What follows belongs to an exercise in optimizing a design on an open flow for a short achievable clock period and few clock cycles; a production flow would make more cautious choices.
Only simulation tests tie the RTL to the original design; equivalence was not proved.
Power figures rest on the tool's default switching activity, not on a simulated workload.

File: design/flow/design.v
package cpuPkg;
    typedef logic [31:0] dataWord;
    typedef logic [4:0] regAddr;
    typedef logic [1:0] tNew;
    localparam dataWord resetPc = 32'h0000_3000;
    localparam logic [5:0] opRtype = 6'h00;
    localparam logic [5:0] opJal   = 6'h03;
    localparam logic [5:0] opBeq   = 6'h04;
    localparam logic [5:0] opBne   = 6'h05;
    localparam logic [5:0] opAddiu = 6'h09;
    localparam logic [5:0] opOri   = 6'h0d;
    localparam logic [5:0] opLui   = 6'h0f;
    localparam logic [5:0] opLw    = 6'h23;
    localparam logic [5:0] opSw    = 6'h2b;
    localparam logic [5:0] fnJr   = 6'h08;
    localparam logic [5:0] fnAddu = 6'h21;
    localparam logic [5:0] fnSubu = 6'h23;
    localparam logic [5:0] fnAnd  = 6'h24;
    localparam logic [5:0] fnOr   = 6'h25;
    localparam logic [5:0] fnSlt  = 6'h2a;
    typedef enum logic [2:0] {
        aluAdd,
        aluSub,
        aluAnd,
        aluOr,
        aluSlt,
        aluLui
    } aluOp;
    typedef enum logic [1:0] {
        srcAlu,
        srcLoad,
        srcLink
    } resultSrc;
    typedef enum logic [1:0] {
        fwdRf,
        fwdExecLink,
        fwdMemResult,
        fwdWbResult
    } fwdSel;
    typedef struct packed {
        aluOp     aluCtl;
        logic     immSel;
        dataWord  imm;
        regAddr   rs;
        regAddr   rt;
        dataWord  valA;
        dataWord  valB;
        regAddr   dest;
        tNew      newCount;
        resultSrc src;
        logic     memWrite;
        logic     memRead;
        dataWord  link;
    } decodeToExec;
    typedef struct packed {
        dataWord  aluResult;
        dataWord  storeData;
        regAddr   dest;
        tNew      newCount;
        resultSrc src;
        logic     memWrite;
        logic     memRead;
        dataWord  link;
    } execToMem;
    typedef struct packed {
        regAddr   dest;
        resultSrc src;
        dataWord  aluResult;
        dataWord  link;
    } memToWb;
endpackage
`timescale 1ns/1ns
module pipeReg #(
    parameter int width = 32
) (
    input  logic    clk,
    input  logic    reset,
    input  logic    hold,
    input  logic    bubble,
    input  logic [width-1:0] d,
    output logic [width-1:0] q
);
    always_ff @(posedge clk) begin
        if (reset || bubble) begin
            q <= '0;
        end else if (!hold) begin
            q <= d;
        end
    end
endmodule
`timescale 1ns/1ns
module regFile (
    input  logic            clk,
    input  logic            reset,
    input  cpuPkg::regAddr  readAddrA,
    input  cpuPkg::regAddr  readAddrB,
    input  cpuPkg::regAddr  writeAddr,
    input  cpuPkg::dataWord writeData,
    output cpuPkg::dataWord readDataA,
    output cpuPkg::dataWord readDataB
);
    cpuPkg::dataWord regs [1:31];
    always_ff @(posedge clk) begin
        if (reset) begin
            for (int i = 1; i < 32; i++) begin
                regs[i] <= '0;
            end
        end else if (writeAddr != '0) begin
            regs[writeAddr] <= writeData;
        end
    end
    assign readDataA = (readAddrA == '0) ? '0 :
                       (readAddrA == writeAddr) ? writeData : regs[readAddrA];
    assign readDataB = (readAddrB == '0) ? '0 :
                       (readAddrB == writeAddr) ? writeData : regs[readAddrB];
endmodule
`timescale 1ns/1ns
module hazardUnit (
    input  logic                clk,
    input  logic                reset,
    input  cpuPkg::regAddr      decodeRs,
    input  cpuPkg::regAddr      decodeRt,
    input  logic                decodeTUse,
    input  cpuPkg::decodeToExec execInfo,
    input  cpuPkg::execToMem    memInfo,
    input  cpuPkg::regAddr      wbDest,
    output logic                stall,
    output cpuPkg::fwdSel       fwdDecodeA,
    output cpuPkg::fwdSel       fwdDecodeB,
    output cpuPkg::fwdSel       fwdExecA,
    output cpuPkg::fwdSel       fwdExecB
);
    function automatic logic notReady(cpuPkg::regAddr src, logic tUse,
                                      cpuPkg::decodeToExec e, cpuPkg::execToMem m);
        if (src == '0) notReady = 1'b0;
        else if (src == e.dest) notReady = e.newCount > {1'b0, tUse};
        else if (src == m.dest) notReady = m.newCount > {1'b0, tUse};
        else notReady = 1'b0;
    endfunction
    function automatic cpuPkg::fwdSel decodeFwd(cpuPkg::regAddr src,
                                                cpuPkg::decodeToExec e, cpuPkg::execToMem m);
        if (src == '0) decodeFwd = cpuPkg::fwdRf;
        else if (src == e.dest) decodeFwd = (e.newCount == '0) ? cpuPkg::fwdExecLink : cpuPkg::fwdRf;
        else if (src == m.dest) decodeFwd = (m.newCount == '0) ? cpuPkg::fwdMemResult : cpuPkg::fwdRf;
        else decodeFwd = cpuPkg::fwdRf;
    endfunction
    function automatic cpuPkg::fwdSel execFwd(cpuPkg::regAddr src, cpuPkg::execToMem m,
                                              cpuPkg::regAddr wb);
        if (src == '0) execFwd = cpuPkg::fwdRf;
        else if (src == m.dest) execFwd = m.memRead ? cpuPkg::fwdRf : cpuPkg::fwdMemResult;
        else if (src == wb) execFwd = cpuPkg::fwdWbResult;
        else execFwd = cpuPkg::fwdRf;
    endfunction
    assign stall = notReady(decodeRs, decodeTUse, execInfo, memInfo)
                || notReady(decodeRt, decodeTUse, execInfo, memInfo);
    assign fwdDecodeA = decodeFwd(decodeRs, execInfo, memInfo);
    assign fwdDecodeB = decodeFwd(decodeRt, execInfo, memInfo);
    assign fwdExecA   = execFwd(execInfo.rs, memInfo, wbDest);
    assign fwdExecB   = execFwd(execInfo.rt, memInfo, wbDest);
endmodule
`timescale 1ns/1ns
module decodeStage (
    input  logic                clk,
    input  logic                reset,
    input  logic                stall,
    input  cpuPkg::dataWord     instrData,
    input  cpuPkg::fwdSel       fwdA,
    input  cpuPkg::fwdSel       fwdB,
    input  cpuPkg::dataWord     execLink,
    input  cpuPkg::dataWord     memResult,
    input  cpuPkg::dataWord     rfA,
    input  cpuPkg::dataWord     rfB,
    output cpuPkg::dataWord     instrAddr,
    output cpuPkg::regAddr      rs,
    output cpuPkg::regAddr      rt,
    output logic                tUse,
    output cpuPkg::decodeToExec toExec
);
    cpuPkg::dataWord pc, decodePc, nextPc, heldInstr, instr, valA, valB, signImm;
    logic resetDly, stallDly;
    logic [5:0] opcode, funct;
    logic useRs, useRt, isBeq, isBne, isJal, isJr, taken;
    function automatic cpuPkg::dataWord pick(cpuPkg::fwdSel sel, cpuPkg::dataWord rf,
                                             cpuPkg::dataWord link, cpuPkg::dataWord mem);
        case (sel)
            cpuPkg::fwdExecLink:  pick = link;
            cpuPkg::fwdMemResult: pick = mem;
            default:              pick = rf;
        endcase
    endfunction
    always_ff @(posedge clk) begin
        resetDly <= reset;
        heldInstr <= instr;
        if (reset) begin
            pc <= cpuPkg::resetPc;
            stallDly <= 1'b0;
        end else begin
            stallDly <= stall;
            if (!stall) begin
                pc <= nextPc;
                decodePc <= pc;
            end
        end
    end
    assign instr = resetDly ? '0 : (stallDly ? heldInstr : instrData);
    assign opcode  = instr[31:26];
    assign funct   = instr[5:0];
    assign signImm = {{16{instr[15]}}, instr[15:0]};
    assign valA = pick(fwdA, rfA, execLink, memResult);
    assign valB = pick(fwdB, rfB, execLink, memResult);
    always_comb begin
        toExec = '0;
        useRs = 1'b0;
        useRt = 1'b0;
        isBeq = 1'b0;
        isBne = 1'b0;
        isJal = 1'b0;
        isJr = 1'b0;
        toExec.imm = signImm;
        case (opcode)
            cpuPkg::opRtype: begin
                useRs = 1'b1;
                useRt = 1'b1;
                toExec.dest = instr[15:11];
                toExec.newCount = 2'd1;
                case (funct)
                    cpuPkg::fnAddu: toExec.aluCtl = cpuPkg::aluAdd;
                    cpuPkg::fnSubu: toExec.aluCtl = cpuPkg::aluSub;
                    cpuPkg::fnAnd:  toExec.aluCtl = cpuPkg::aluAnd;
                    cpuPkg::fnOr:   toExec.aluCtl = cpuPkg::aluOr;
                    cpuPkg::fnSlt:  toExec.aluCtl = cpuPkg::aluSlt;
                    cpuPkg::fnJr: begin
                        isJr = 1'b1;
                        useRt = 1'b0;
                        toExec.dest = '0;
                        toExec.newCount = 2'd0;
                    end
                    default: begin
                        useRs = 1'b0;
                        useRt = 1'b0;
                        toExec.dest = '0;
                        toExec.newCount = 2'd0;
                    end
                endcase
            end
            cpuPkg::opAddiu, cpuPkg::opOri, cpuPkg::opLui: begin
                useRs = (opcode != cpuPkg::opLui);
                toExec.immSel = 1'b1;
                toExec.dest = instr[20:16];
                toExec.newCount = 2'd1;
                if (opcode != cpuPkg::opAddiu) begin
                    toExec.imm = {16'b0, instr[15:0]};
                end
                if (opcode == cpuPkg::opOri) begin
                    toExec.aluCtl = cpuPkg::aluOr;
                end else if (opcode == cpuPkg::opLui) begin
                    toExec.aluCtl = cpuPkg::aluLui;
                end
            end
            cpuPkg::opLw: begin
                useRs = 1'b1;
                toExec.immSel = 1'b1;
                toExec.dest = instr[20:16];
                toExec.newCount = 2'd2;
                toExec.src = cpuPkg::srcLoad;
                toExec.memRead = 1'b1;
            end
            cpuPkg::opSw: begin
                useRs = 1'b1;
                useRt = 1'b1;
                toExec.immSel = 1'b1;
                toExec.memWrite = 1'b1;
            end
            cpuPkg::opBeq, cpuPkg::opBne: begin
                useRs = 1'b1;
                useRt = 1'b1;
                isBeq = (opcode == cpuPkg::opBeq);
                isBne = (opcode == cpuPkg::opBne);
            end
            cpuPkg::opJal: begin
                isJal = 1'b1;
                toExec.dest = 5'd31;
                toExec.src = cpuPkg::srcLink;
            end
            default: ;
        endcase
        toExec.rs = useRs ? instr[25:21] : '0;
        toExec.rt = useRt ? instr[20:16] : '0;
        toExec.valA = valA;
        toExec.valB = valB;
        toExec.link = decodePc + 32'd8;
    end
    assign rs = toExec.rs;
    assign rt = toExec.rt;
    assign tUse = !(isBeq || isBne || isJr);
    assign taken = (isBeq && valA == valB) || (isBne && valA != valB);
    always_comb begin
        if (isJal) begin
            nextPc = {pc[31:28], instr[25:0], 2'b00};
        end else if (isJr) begin
            nextPc = valA;
        end else if (taken) begin
            nextPc = decodePc + 32'd4 + {signImm[29:0], 2'b00};
        end else begin
            nextPc = pc + 32'd4;
        end
    end
    assign instrAddr = pc;
endmodule
`timescale 1ns/1ns
module executeStage (
    input  cpuPkg::decodeToExec fromDecode,
    input  cpuPkg::fwdSel       fwdA,
    input  cpuPkg::fwdSel       fwdB,
    input  cpuPkg::dataWord     memResult,
    input  cpuPkg::dataWord     wbResult,
    output cpuPkg::execToMem    toMem
);
    cpuPkg::dataWord opA, opB, aluB, aluOut;
    function automatic cpuPkg::dataWord pick(cpuPkg::fwdSel sel, cpuPkg::dataWord own,
                                             cpuPkg::dataWord mem, cpuPkg::dataWord wb);
        case (sel)
            cpuPkg::fwdMemResult: pick = mem;
            cpuPkg::fwdWbResult:  pick = wb;
            default:              pick = own;
        endcase
    endfunction
    assign opA = pick(fwdA, fromDecode.valA, memResult, wbResult);
    assign opB = pick(fwdB, fromDecode.valB, memResult, wbResult);
    assign aluB = fromDecode.immSel ? fromDecode.imm : opB;
    always_comb begin
        case (fromDecode.aluCtl)
            cpuPkg::aluSub: aluOut = opA - aluB;
            cpuPkg::aluAnd: aluOut = opA & aluB;
            cpuPkg::aluOr:  aluOut = opA | aluB;
            cpuPkg::aluSlt: aluOut = {31'b0, $signed(opA) < $signed(aluB)};
            cpuPkg::aluLui: aluOut = {aluB[15:0], 16'b0};
            default:        aluOut = opA + aluB;
        endcase
    end
    always_comb begin
        toMem.aluResult = aluOut;
        toMem.storeData = opB;
        toMem.dest = fromDecode.dest;
        toMem.newCount = (fromDecode.newCount == 2'd0) ? 2'd0 : fromDecode.newCount - 2'd1;
        toMem.src = fromDecode.src;
        toMem.memWrite = fromDecode.memWrite;
        toMem.memRead = fromDecode.memRead;
        toMem.link = fromDecode.link;
    end
endmodule
`timescale 1ns/1ns
module resultStage (
    input  logic             clk,
    input  logic             reset,
    input  cpuPkg::execToMem fromMem,
    input  cpuPkg::memToWb   wbInfo,
    input  cpuPkg::dataWord  dataRData,
    output cpuPkg::dataWord  dataAddr,
    output cpuPkg::dataWord  dataWData,
    output logic             dataWrite,
    output cpuPkg::memToWb   toWb,
    output cpuPkg::dataWord  memResult,
    output cpuPkg::dataWord  wbResult,
    output cpuPkg::regAddr   wbAddr
);
    assign dataAddr  = fromMem.aluResult;
    assign dataWData = fromMem.storeData;
    assign dataWrite = fromMem.memWrite;
    assign memResult = (fromMem.src == cpuPkg::srcLink) ? fromMem.link : fromMem.aluResult;
    always_comb begin
        toWb.dest = fromMem.dest;
        toWb.src = fromMem.src;
        toWb.aluResult = fromMem.aluResult;
        toWb.link = fromMem.link;
    end
    always_comb begin
        case (wbInfo.src)
            cpuPkg::srcLoad: wbResult = dataRData;
            cpuPkg::srcLink: wbResult = wbInfo.link;
            default:         wbResult = wbInfo.aluResult;
        endcase
    end
    assign wbAddr = wbInfo.dest;
endmodule
`timescale 1ns/1ns
module cpuCore (
    input  logic            clk,
    input  logic            reset,
    input  cpuPkg::dataWord instrData,
    input  cpuPkg::dataWord dataRData,
    output cpuPkg::dataWord instrAddr,
    output cpuPkg::dataWord dataAddr,
    output cpuPkg::dataWord dataWData,
    output logic            dataWrite
);
    cpuPkg::decodeToExec decodeOut, execIn;
    cpuPkg::execToMem execOut, memIn;
    cpuPkg::memToWb memOut, wbIn;
    cpuPkg::regAddr rs, rt, wbAddr;
    cpuPkg::dataWord rfA, rfB, memResult, wbResult;
    cpuPkg::fwdSel fwdDecodeA, fwdDecodeB, fwdExecA, fwdExecB;
    logic tUse, stall;
    decodeStage decode (
        .clk(clk),
        .reset(reset),
        .stall(stall),
        .instrData(instrData),
        .fwdA(fwdDecodeA),
        .fwdB(fwdDecodeB),
        .execLink(execIn.link),
        .memResult(memResult),
        .rfA(rfA),
        .rfB(rfB),
        .instrAddr(instrAddr),
        .rs(rs),
        .rt(rt),
        .tUse(tUse),
        .toExec(decodeOut)
    );
    regFile regs (
        .clk(clk),
        .reset(reset),
        .readAddrA(rs),
        .readAddrB(rt),
        .writeAddr(wbAddr),
        .writeData(wbResult),
        .readDataA(rfA),
        .readDataB(rfB)
    );
    hazardUnit hazards (
        .clk(clk),
        .reset(reset),
        .decodeRs(rs),
        .decodeRt(rt),
        .decodeTUse(tUse),
        .execInfo(execIn),
        .memInfo(memIn),
        .wbDest(wbAddr),
        .stall(stall),
        .fwdDecodeA(fwdDecodeA),
        .fwdDecodeB(fwdDecodeB),
        .fwdExecA(fwdExecA),
        .fwdExecB(fwdExecB)
    );
    pipeReg #(.width($bits(decodeOut))) execReg (
        .clk(clk),
        .reset(reset),
        .hold(1'b0),
        .bubble(stall),
        .d(decodeOut),
        .q(execIn)
    );
    executeStage execute (
        .fromDecode(execIn),
        .fwdA(fwdExecA),
        .fwdB(fwdExecB),
        .memResult(memResult),
        .wbResult(wbResult),
        .toMem(execOut)
    );
    pipeReg #(.width($bits(execOut))) memReg (
        .clk(clk),
        .reset(reset),
        .hold(1'b0),
        .bubble(1'b0),
        .d(execOut),
        .q(memIn)
    );
    resultStage result (
        .clk(clk),
        .reset(reset),
        .fromMem(memIn),
        .wbInfo(wbIn),
        .dataRData(dataRData),
        .dataAddr(dataAddr),
        .dataWData(dataWData),
        .dataWrite(dataWrite),
        .toWb(memOut),
        .memResult(memResult),
        .wbResult(wbResult),
        .wbAddr(wbAddr)
    );
    pipeReg #(.width($bits(memOut))) wbReg (
        .clk(clk),
        .reset(reset),
        .hold(1'b0),
        .bubble(1'b0),
        .d(memOut),
        .q(wbIn)
    );
endmodule
File: design/flow/run.sh
#!/bin/bash
# synth_recipe.tcl (not shown) runs the flow's synth.tcl, then flattens the netlist and writes it again
# the make line also repeats each setting of config.mk as NAME=value (left out here)
make -C /OpenROAD-flow-scripts/flow DESIGN_CONFIG=/design/flow/config.mk WORK_HOME=/design/flow/orfs CLKGATE_MAP_FILE= SYNTH_SCRIPT=/design/flow/synth_recipe.tcl finish
File: design/flow/config.mk
export PLATFORM = sky130hd
export DESIGN_NAME = cpuCore
export DESIGN_NICKNAME = cpuCore
export VERILOG_FILES = /design/flow/design.v
export SDC_FILE = /design/flow/constraint.sdc
export NUM_CORES = 4
export LEC_CHECK = 0
export CAP_MARGIN = 20
export CORE_MARGIN = 2
export CORE_UTILIZATION = 20
export SLEW_MARGIN = 20
File: design/flow/constraint.sdc
create_clock -name core_clock -period 10.0 [get_ports {clk}]
set_input_delay 2.0000 -clock core_clock [delete_from_list [all_inputs] [get_ports {clk}]]
set_output_delay 2.0000 -clock core_clock [all_outputs]
set_load 0.01 [all_outputs]
==> implementation parameters <==
Parameter                              Value

Place
  Final GP Congestion    1.047
  Half-perimeter wire length after placement    289.2 mm
  Number of input and output port buffers inserted    162
  Post-detailed-placement cell area    87790 um2

Final layout
  Layout area overhead    18.03%
  Design Area, Final    93100 um2
  Share of final-layout standard cells stronger than drive strength 1    0.1197
  Layout Nets    8410

Clocking
  Clock edge transition at the registers on the reported setup and hold paths    0.06 ns
  Number of sinks handled by clock tree synthesis    1435
  Post-CTS setup-driven buffer insertion count    0
  Number of buffers inserted during clock tree synthesis    158
  CTS tree    yes
  Resized cells post-CTS    0
  Clk Tree Root Cell    clkbuf_16
  Clock latency on the worst-skew pair    0.89 ns
  Max Root-Sink Buffers    3
  Hold_buf cts    0
  Number of levels in the clock H-tree    4

Yosys
  Number of synthesized flops with an enable pin    1056
  Portion of the post-synthesis area used by sequential elements    0.4982
  Synthesized netlist cell count    8214
  Synthesis warning total    8
  Distinct cell type count after synthesis    115
  Most common flop cell mapped by yosys    edfxtp_1
  Number of synthesized register bits    1435
  Share of flip-flops with an asynchronous set or reset    0
  Post-Syn Area    78880 um2
  Syn_area_per_cell    9.603 um2

GRT
  Wire length of the first global-routing pass    587.8 mm
  Global route overflow    0
  Vias in the first global route    68550
  Initial antenna violation count    38
  Maximum number of pins on one net before global-route repair    90
  Total GRT Usage    0.2102

STA
  Number of endpoints failing setup at the final stage    0
  RSZ-0062 raised after global routing    false
  Final hold violation count    0
  Final clock skew    0.08348 ns
  Setup tns final    0 ns
  Max frequency    108.3 MHz
  Measured slew at the worst slew-check pin    1.323 ns
  Final hold slack    0.4380 ns
  Final max-slew violation count    0
  Final worst-path cycle share    0.9233
  Relative slew margins    0.1149
  Shortest period the worst path allows    9.233 ns

Critical path
  Library cell appearing most often on the critical path    buf_4
  Delay of the slowest cell on the worst path    0.78 ns
  Reg2reg path depth    22
  Startpoint types    input port
  Buffers plus inverters on the worst setup path    7
  Family of cells with the greatest summed delay on the critical path    compound AO/OA/AOI/OAI gates
  Data arrival time at the worst-slack endpoint    10.00 ns
  Cell at the slowest stage of the critical path    o221ai_1
  Crit-path max FO    29
  Kind of capture point of the worst setup path    flip-flop
  R2r endpoint    decode.pc[0]$_SDFFE_PP0P_
  Worst-path cell chain    clkdlybuf4s50_1 -> or2_2 -> a211o_1 -> a31oi_1 -> buf_4 -> a21o_2 -> buf_4 -> o21ai_4 -> buf_4 -> buf_4 -> a21oi_1 -> o21ai_1 -> o221ai_1 -> a21oi_1 -> a31oi_2 -> xnor2_1 -> or4_4 -> nor2_4 -> mux2i_4 -> buf_4 -> buf_4 -> nand3_1 -> a21oi_1 -> a22o_1
  Worst Setup Path Type    in2reg
  Register-to-register setup slack    1.34 ns
  Source of the worst register-to-register timing path    decode.stallDly$_SDFF_PP0_
  Data required time at the worst endpoint    10.76 ns

Worst hold path
  Worst hold stages    1
  Endpoint with the worst hold slack    memReg.q[35]$_SDFF_PP0_
  Class of the tightest hold or removal check    reg2reg
  Min-delay src    execReg.q[35]$_SDFF_PN0_

Routing
  Detailed Route Iter0 Violations    15330
  First-pass DRT Iterations    8
  Via density    5.638
  Wirelength, routed    442.7 mm
  Antenna violation net count after detailed routing    0
  Average wire per cell in the routed design    32.66 um
  Vias post-DR    76430
  Detailed-route DRC error count    0

Floorplan
  Initial core utilization    0.2009
  Core area    392500 um2
  Die Height    632 um
  Die extent in x    632 um
  Full die area    399400 um2
  IO Count    163
  Rows    230

Run
  Max Cap Violations    0

Power and ir drop
  Pleak    31.07 nW
  Power density over cell area    155.1 nW/um2
  IR Drop Worst-Case VDD    0.0001546 V

Status
  Run status    finished clean
-- worst max path at each step --
stage	startpoint	end	cells past startpoint
after floorplan	instrData[3]	decode.pc[26]$_SDFFE_PP0N_	32
after global placement	instrData[31]	decode.pc[2]$_SDFFE_PP0N_	32
after detailed placement	instrData[31]	decode.pc[1]$_SDFFE_PP0P_	32
after CTS	instrData[31]	decode.pc[0]$_SDFFE_PP0P_	32
after global routing	instrData[31]	decode.pc[0]$_SDFFE_PP0P_	31
final	instrData[3]	decode.pc[0]$_SDFFE_PP0P_	24
-- kinds of logic (layout without fill, tap and decap cells) --
family / Yosys count / in the layout / share of synthesized area
xor+xnor: 192 / 192 / 0.02132
simple gates: 3237 / 3237 / 0.1753
other cells: 1 / 54 / 0.00004754
fa+ha+maj: 167 / 167 / 0.02678
mux: 362 / 362 / 0.05688
buf+inv: 950 / 1019 / 0.05390
compound gates: 1870 / 1870 / 0.1675
flops: 1435 / 1435 / 0.4982
-- flip-flops by register name, summed over array words and instances, names as in the netlist --
signal,flops
decode.decodePc,32
decode.pc,32
decode.stallDly,1
execReg.q,136
decode.resetDly,1
wbReg.q,71
memReg.q,106
regs.regs,1024
decode.heldInstr,32
-- worst register-to-register path: stages (launching register included) --
cell	delay, ns
dfxtp_2	0.92
o21ai_1	0.62
a31oi_1	0.64
buf_4	0.24
a21o_2	0.38
buf_4	0.64
o21ai_4	0.47
buf_4	0.37
buf_4	0.24
a21oi_1	0.16
o21ai_1	0.30
o221ai_1	0.78
a21oi_1	0.17
a31oi_2	0.73
xnor2_1	0.16
or4_4	0.57
nor2_4	0.16
mux2i_4	0.25
buf_4	0.20
buf_4	0.15
nand3_1	0.08
a21oi_1	0.22
a22o_1	0.15
-- synthesized netlist by cell type (all sizes together) (23+ instances only) --
cell type     n  area (um2)
and2         46       287.8
and3         74       462.9
ha          164        2052
o211ai       58       449.2
nand2       991        3744
nor2b       128       800.8
edfxtp     1056       31710
a221oi      111       984.7
xnor2       115        1007
xor2         77       674.4
o221ai       37       324.1
buf         306        1834
a32oi        29       254.0
or2          26       162.7
o21ai       275        1399
nand3       223        1116
nor4         27       181.4
a311oi       23       220.2
mux2i       231        2325
clkbuf      464        1742
nand4        50       319.1
a31oi       152       969.7
dfxtp       379        7587
a21oi       433        2223
a22oi       152        1170
a221o       127        1271
a2111oi      27       255.3
inv         179       671.9
nor3        122       636.9
mux2         70       788.3
mux4         61        1374
a211oi       67       520.5
nor2       1473        5554
a222oi       28       280.3
o22ai       109       714.4
-- per-stage QoR --
stage               power (mW)    util  setup slack, ns  cells
finish                   14.43  0.2372           0.7669  13560
global route             14.62  0.2370           0.8935  13540
CTS                      14.27  0.2369            1.385  13530
detailed placement       8.390  0.2236           0.5697  13240
global placement         8.390  0.2235           0.6049  13230
floorplan                7.592       -            1.875   8245
-- power by group --
group          total, mW  switching (mW)  internal [mW]
Sequential          6.75           0.175           6.57
Combinational       1.64            1.20          0.447
Clock               6.04            2.74           3.30
-- layer usage --
metal	global-route usage	share of wire	up-vias
met3	0.09810	0.17	1756
met4	0.1331	0.078	34
met2	0.2922	0.39	7577
met5	0.002174	0.00075	-
met1	0.2591	0.36	37320
li1	-	-	29750
-- layout make-up --
class	count	area (um2)
flip-flops and latches	1435	39300
clock buffers	207	4295
inverters	180	694.4
diodes	22	55.05
repair buffers	542	4873
clock inverters	90	917.1
well taps	5220	6531
multi-input cells	5860	36430
fillers	42240	299400
-- cell usage in the layout, fill, tap and decap left out, drive strengths merged, types with 58 or more instances in the layout --
| cell type | instances |
|---|---|
| a221oi | 111 |
| nand3 | 223 |
| o211ai | 58 |
| nor2b | 128 |
| o21ai | 275 |
| buf | 381 |
| a21oi | 433 |
| clkbuf | 207 |
| xnor2 | 115 |
| inv | 185 |
| a22oi | 152 |
| edfxtp | 1056 |
| mux2 | 70 |
| a211oi | 67 |
| nand2 | 991 |
| mux2i | 231 |
| a221o | 127 |
| ha | 164 |
| a31oi | 152 |
| and3 | 74 |
| dfxtp | 379 |
| clkdlybuf4s50 | 161 |
| nor3 | 122 |
| nor2 | 1473 |
| o22ai | 109 |
| xor2 | 77 |
| clkinv | 73 |
| mux4 | 61 |
Testbench counts, summed over its fixed seeds: cycles 53,278.

-- re-timing with driven ports --
The results above use ideal ports. As a check the final layout listed here was re-extracted and re-timed, cells and wires unchanged. Step 1: set_driving_cell puts a clkbuf_16 on clk and a buf_2 on each other input, an assumption about the parent block. Step 2 times the ports against the registers' clock, not the clock port: input delays grow and output delays shrink by t, the midpoint of the rising clock arrivals with the driver on. Three values: no drivers, after step 1, after step 2; two values: the first two.
shift t [ns]: 0.922
slack for setup (ns): 0.767 / 0.819 / -0.103
cell pins on the clock port's net: 1
Met with ideal ports but missed after step 2: setup timing in this run. The setup slack of this run moves by +0.052 ns with the drivers and by -0.870 ns with both steps.
